What follows belongs to an exercise in optimizing a design on an open flow for small area, a short achievable clock period and few clock cycles per item; a production flow would make more cautious choices.
Function was checked by simulation only, so behaviour that the tests miss may differ from the original.

==> flow/design.v, too long to show whole: its modules and the start of the top module <==
// module ats_sat: 24 lines
// module ats_mix: 26 lines
// module ats_booth: 73 lines
// module ats_mul32_cs: 873 lines
// module ats_mulvd_cs: 567 lines
// module ats_sine_q: 268 lines
// module ats_sine_rom: 17 lines
// module ats_div2: 15 lines
// module ats_div4: 40 lines
// module adsr_tone_synth_mixer_top: 428 lines
module adsr_tone_synth_mixer_top
(
    input  logic                   clk,
    input  logic                   rst_n,
    input  logic                   cfg_we,
    input  logic [CFG_INDEX_W-1:0] cfg_index,
    input  logic [CFG_DATA_W-1:0]  cfg_data,
    input  logic                   in_valid,
    output logic                   in_ready,
    input  logic [31:0]            in_sample_position,
    input  logic                   in_note_start,
    input  logic                   in_square_wave,
    input  logic signed [15:0]     in_prior_left,
    input  logic signed [15:0]     in_prior_right,
    output logic                   out_valid,
    input  logic                   out_ready,
    output logic signed [15:0]     out_mixed_left,
    output logic signed [15:0]     out_mixed_right
);
  // ...
==> flow/flow/run.sh <==
#!/bin/bash
# The standard layout, with the timing repair aimed at a slack of 13.8 ns at the 20 ns clock
# (a 6.2 ns path), so that it sizes and buffers the critical paths.
set -euo pipefail
bash standard.sh SETUP_SLACK_MARGIN=13.8 finish > run_make.log 2>&1
==> flow/standard.sh <==
#!/bin/bash
# synth_recipe.tcl (not shown) runs the flow's synth.tcl, then flattens the netlist and writes it again
# the make line also repeats each setting of config.mk as NAME=value (left out here)
make -C /OpenROAD-flow-scripts/flow DESIGN_CONFIG=/design/flow/config.mk WORK_HOME=/design/flow/orfs CLKGATE_MAP_FILE= SYNTH_SCRIPT=/design/flow/synth_recipe.tcl "${@:-finish}"
==> flow/config.mk <==
export PLATFORM = sky130hd
export DESIGN_NAME = adsr_tone_synth_mixer_top
export DESIGN_NICKNAME = adsr_tone_synth_mixer_top
export VERILOG_FILES = /design/flow/design.v
export SDC_FILE = /design/flow/constraint.sdc
export NUM_CORES = 4
export LEC_CHECK = 0
export ABC_AREA = 1
export CAP_MARGIN = 20
export CORE_MARGIN = 2
export CORE_UTILIZATION = 35
export SLEW_MARGIN = 20
export SYNTH_MEMORY_MAX_BITS = 32768
==> flow/constraint.sdc <==
create_clock -name core_clock -period 20.0 [get_ports {clk}]
set_input_delay 4.0000 -clock core_clock [delete_from_list [all_inputs] [get_ports {clk}]]
set_output_delay 4.0000 -clock core_clock [all_outputs]
set_load 0.01 [all_outputs]
==> results.json, run 1 <==
{
  "status": "complete, no violations",
  "hold_slack_ns": 0.370,
  "worstRegToRegCells": 29,
  "timing.reg2reg.setup_slack_ns": 13.43,
  "place_worst_setup_slack_ns": 10.51,
  "wl_um": 691000,
  "dp.cells": 28000,
  "via_count": 163000,
  "ys_types": 82,
  "synth_top_cell_by_area": "edfxtp_1",
  "whs_path_depth": 0,
  "clock_area_share_pct": 2.77,
  "design.seq.count": 1323,
  "finalHoldViolCount": 0,
  "cts-root-buf": "clkbuf_16",
  "yosysMostFrequentCell": "nand2_1",
  "top_usage_layer": "met2",
  "nFillCells": 48800,
  "nNetsFinal": 25700,
  "fp.dieH_um": 707,
  "post_drt_via_cell_ratio": 5.58,
  "finalClockSkew_ns": 0.106,
  "core_area_um2": 493000,
  "finalSetupViolations": 0,
  "syn_to_final_growth_pct": 19.5,
  "ios": 141,
  "fin_setup_tns_ns": 0,
  "multi_input_cells": 16600,
  "cts_tree": "yes",
  "r2r_start": "gains_reg[17]",
  "drc": 0,
  "crit_start": "gains_reg[17]",
  "cts_max_level": 4,
  "first_iter_violations": 18400,
  "stdcell_count": 29300,
  "fin_area_um2": 207000,
  "critical_path_buf_inv_count": 10,
  "synth_top_cell_area_share_pct": 16.7,
  "layout_commonest_cell": "nand2_1"
}
Testbench counts, summed over its fixed seeds: cycles 4,288, items 3,072.
==> run 2, diff against run 1 <==
==> flow/flow/run.sh (replaced) <==
#!/bin/bash
# The standard layout, with the timing repair aimed at a slack of 13.5 ns at the 20 ns clock
# (a 6.5 ns path), so that it sizes and buffers the critical paths.
set -euo pipefail
bash standard.sh SETUP_SLACK_MARGIN=13.5 finish > run_make.log 2>&1
==> results.json, run 2 <==
{
  "status": "complete, no violations",
  "yosysMostFrequentCell": "nand2_1",
  "synth_top_cell_area_share_pct": 16.7,
  "ys_types": 82,
  "antenna_found_initial": 41,
  "post_drt_via_cell_ratio": 5.55,
  "wl_per_cell_um": 23.5,
  "cts_tree": "yes",
  "port_buffers": 140,
  "cts_num_sinks": 1323,
  "stdcell_count": 28800,
  "drtAntennaViolNets": 0,
  "final_cell_mix": "nand2_1 (4094), inv_1 (2923), xor2_1 (1683), ha_1 (1608), o21ai_0 (1586)",
  "finalHoldViolCount": 0,
  "yosys_warnings": 9,
  "grt_pass1_vias": 153000,
  "r2r_start": "vps1[4]",
  "rows": 258,
  "critical_path_class": "reg -> reg",
  "dr_wl_met3_um": 64300,
  "cts_buffers": 167,
  "drc": 0,
  "gr-usage-all-layers_pct": 25.8,
  "synth-edff-count": 961,
  "ys_seq_area_share_pct": 21.6,
  "synthFlopType": "edfxtp_1",
  "max_clock_freq_mhz": 156,
  "finalSetupViolations": 0,
  "hold_path.class": "reg -> reg",
  "min_from": "nl2[7]",
  "insertion_delay_ns": 0.98,
  "synth_common_cells": "nand2_1 (4144), inv_1 (2991), o21ai_0 (1770)",
  "syn_to_final_growth_pct": 15.0,
  "synth_fp_nets": 25000,
  "finalClockSkew_ns": 0.124,
  "cap_violations": 0,
  "critPathSlowestCell": "inv_1",
  "whs_endpoint": "nl3[7]",
  "post_synth.cell_area_avg_um2": 7.89,
  "worst_pin_slew_ns": 1.23,
  "grt_max_degree": 166,
  "fin_crit_ns": 6.41,
  "dp.cells": 28000,
  "cts_max_level": 4,
  "setup_ws_ns": 13.59,
  "cp_max_fo": 32,
  "nFillCells": 49700,
  "overflow": 0,
  "core_area_um2": 493000,
  "fin_setup_tns_ns": 0,
  "synthesis.area_um2": 173000,
  "critical_path.cell_chain": "ha_1 > a21oi_1 > o21a_1 > nand2_1 > nand2_1 > nand2_1 > nand3_1 > nand3_2 > nand2_1 > nand4_1 > nand2_1 > inv_2 > o21ai_4 > nand2_4 > inv_1 > nand2_1 > nand2_1 > a21oi_1 > o21ai_0 > nand3_1 > nand2_1 > inv_1",
  "ios": 141,
  "via_count": 160000,
  "synthCells": 21900,
  "cts-root-buf": "clkbuf_16",
  "dp_hpwl_um": 488000,
  "regArea_um2": 37400,
  "nNetsFinal": 25300,
  "cts_max_path_buffers": 4,
  "first_iter_violations": 18400,
  "grt_pass1_wl_um": 986000,
  "initial_utilization_pct": 35.1,
  "crit_required_ns": 20.65,
  "r2r_end": "vmag2[6]",
  "critPathArrivalTime_ns": 7.06,
  "final_layout_size_suffix_gt1_share_pct": 10.2,
  "drtPass1Iterations": 12,
  "fp.dieH_um": 707,
  "worstRegToRegCells": 22,
  "crit_top_cell": "nand2_1",
  "die-area_um2": 500000,
  "period_share_pct": 32.0,
  "top_layer_used": "met5",
  "worst_setup_path_end_kind": "flop",
  "multi_input_area_um2": 126000,
  "slew_headroom_pct": 17.3,
  "gp_congestion": 1.00,
  "wl_um": 677000,
  "whs_path_depth": 0,
  "wl_met1_um": 278000,
  "timing.reg2reg.setup_slack_ns": 13.59,
  "synth_area_leaders": "edfxtp_1 (17%), fa_1 (14%), ha_1 (13%)",
  "synth_top_cell_by_area": "edfxtp_1",
  "worstSetupStartpointType": "flop",
  "synth_async_sr_flop_share_pct": 19.0,
  "wl_met2_um": 294000,
  "path_clk_slew_ns": 0.06,
  "layout_commonest_cell": "nand2_1",
  "fp.dieW_um": 707,
  "grt_setup_unrepaired": "true",
  "finalMaxSlewViolations": 0,
  "place_worst_setup_slack_ns": 10.28,
  "critPathMaxStageDelay_ns": 0.70,
  "synth-seq-cells": 1323
}
==> run 2: cells by family (layout without fill, tap and decap cells) <==
kind of cell,count (synthesis),count (layout),synth area share [%]
compound gates,4862,4863,15.7
xor+xnor,2094,2094,10.7
fa+ha+maj,2997,2997,27.1
buf+inv,4012,4402,8.90
flops,1323,1323,21.6
mux,21,21,0.132
other cells,0,16,0
simple gates,6604,6613,15.9
==> run 2: per-stage QoR <==
step | cell area (µm²) | hold WS, ns | utilization [%]
3_5_place_dp | 182000 | 0.405 | 36.9
5_1_grt | 199000 | 0.408 | 40.4
2_1_floorplan | 173000 | 0.400 | -
3_3_place_gp | 182000 | 0.402 | 36.9
6_report | 199000 | 0.397 | 40.4
4_1_cts | 192000 | 0.402 | 39.0
==> run 2: per-layer routing <==
metal / GRT usage [%] / up-vias
met5: 0 / -
met4: 12.4 / 14
met3: 4.88 / 1967
met2: 40.3 / 8009
met1: 34.3 / 76500
li1: - / 73500
==> run 2: layout make-up <==
cell class	count	area share [%]
inverter	3096	5.98
timing repair inverter	13	0.0503
clock inverter	100	0.505
multi-input combinational	16600	63.1
tap	6500	4.09
antenna	16	0.0201
timing repair buffer	990	5.16
clock buffer	203	2.26
sequential	1323	18.8
==> run 2: worst max path at each step <==
| stage | from | endpoint | slack, ns |
|---|---|---|---|
| 6_report | vps1[4] | vmag2[6] | 13.59 |
| 5_1_grt | gains_reg[31] | rr8 | 13.37 |
| 4_1_cts | gains_reg[19] | rr8 | 13.34 |
| 3_5_place_dp | sa3 | r4[21] | 10.28 |
| 3_3_place_gp | sa4 | r5[15] | 10.36 |
| 2_1_floorplan | adv | in_ready | 10.12 |
==> run 2: timing repair <==
item                       CTS  global route
pin swaps                   58           243
setup buffers              136           307
cloned                      43            40
setup endpoints to repair  291           323
hold buffers                 0             0
gates resized for setup    625           822
==> run 2: worst max-delay path: cells and delay by family, from the launching register on <==
family / cells / cell delay, ns
buffers and inverters: 3 / 0.91
and+or+nand+nor: 13 / 3.18
AOI/OAI and AO/OA: 5 / 1.31
DFF: 1 / 0.37
adders and majority gates: 1 / 0.32

-- afterwards: timing with drivers on the ports --
In the flow no input, the clock included, has a driving cell. The finished layouts below were timed again as built, in two steps. Step 1, drivers: a clkbuf_16 drives clk and a buf_2 each remaining input, both assumed. Step 2 also shifts input and output timing later by t, the mid clock arrival at the registers, as if the neighbouring blocks saw the same clock. Slacks: ideal ports / drivers / drivers and shift; pairs: ideal ports / drivers.
run	t (ns)	setup WS [ns]	worst register clock-pin slew, ns	pins driven straight from the clock port
run 1	1.064	13.433 / 13.433 / 13.262	0.08 / 0.08	1
run 2	1.033	13.593 / 13.593 / 12.855	0.08 / 0.08	1
After both steps setup and hold are still met in every run listed. The setup slack of run 2, which loses most, moves by 0.000 ns with the drivers and by -0.738 ns with both steps. Setup slack includes reset recovery checks.
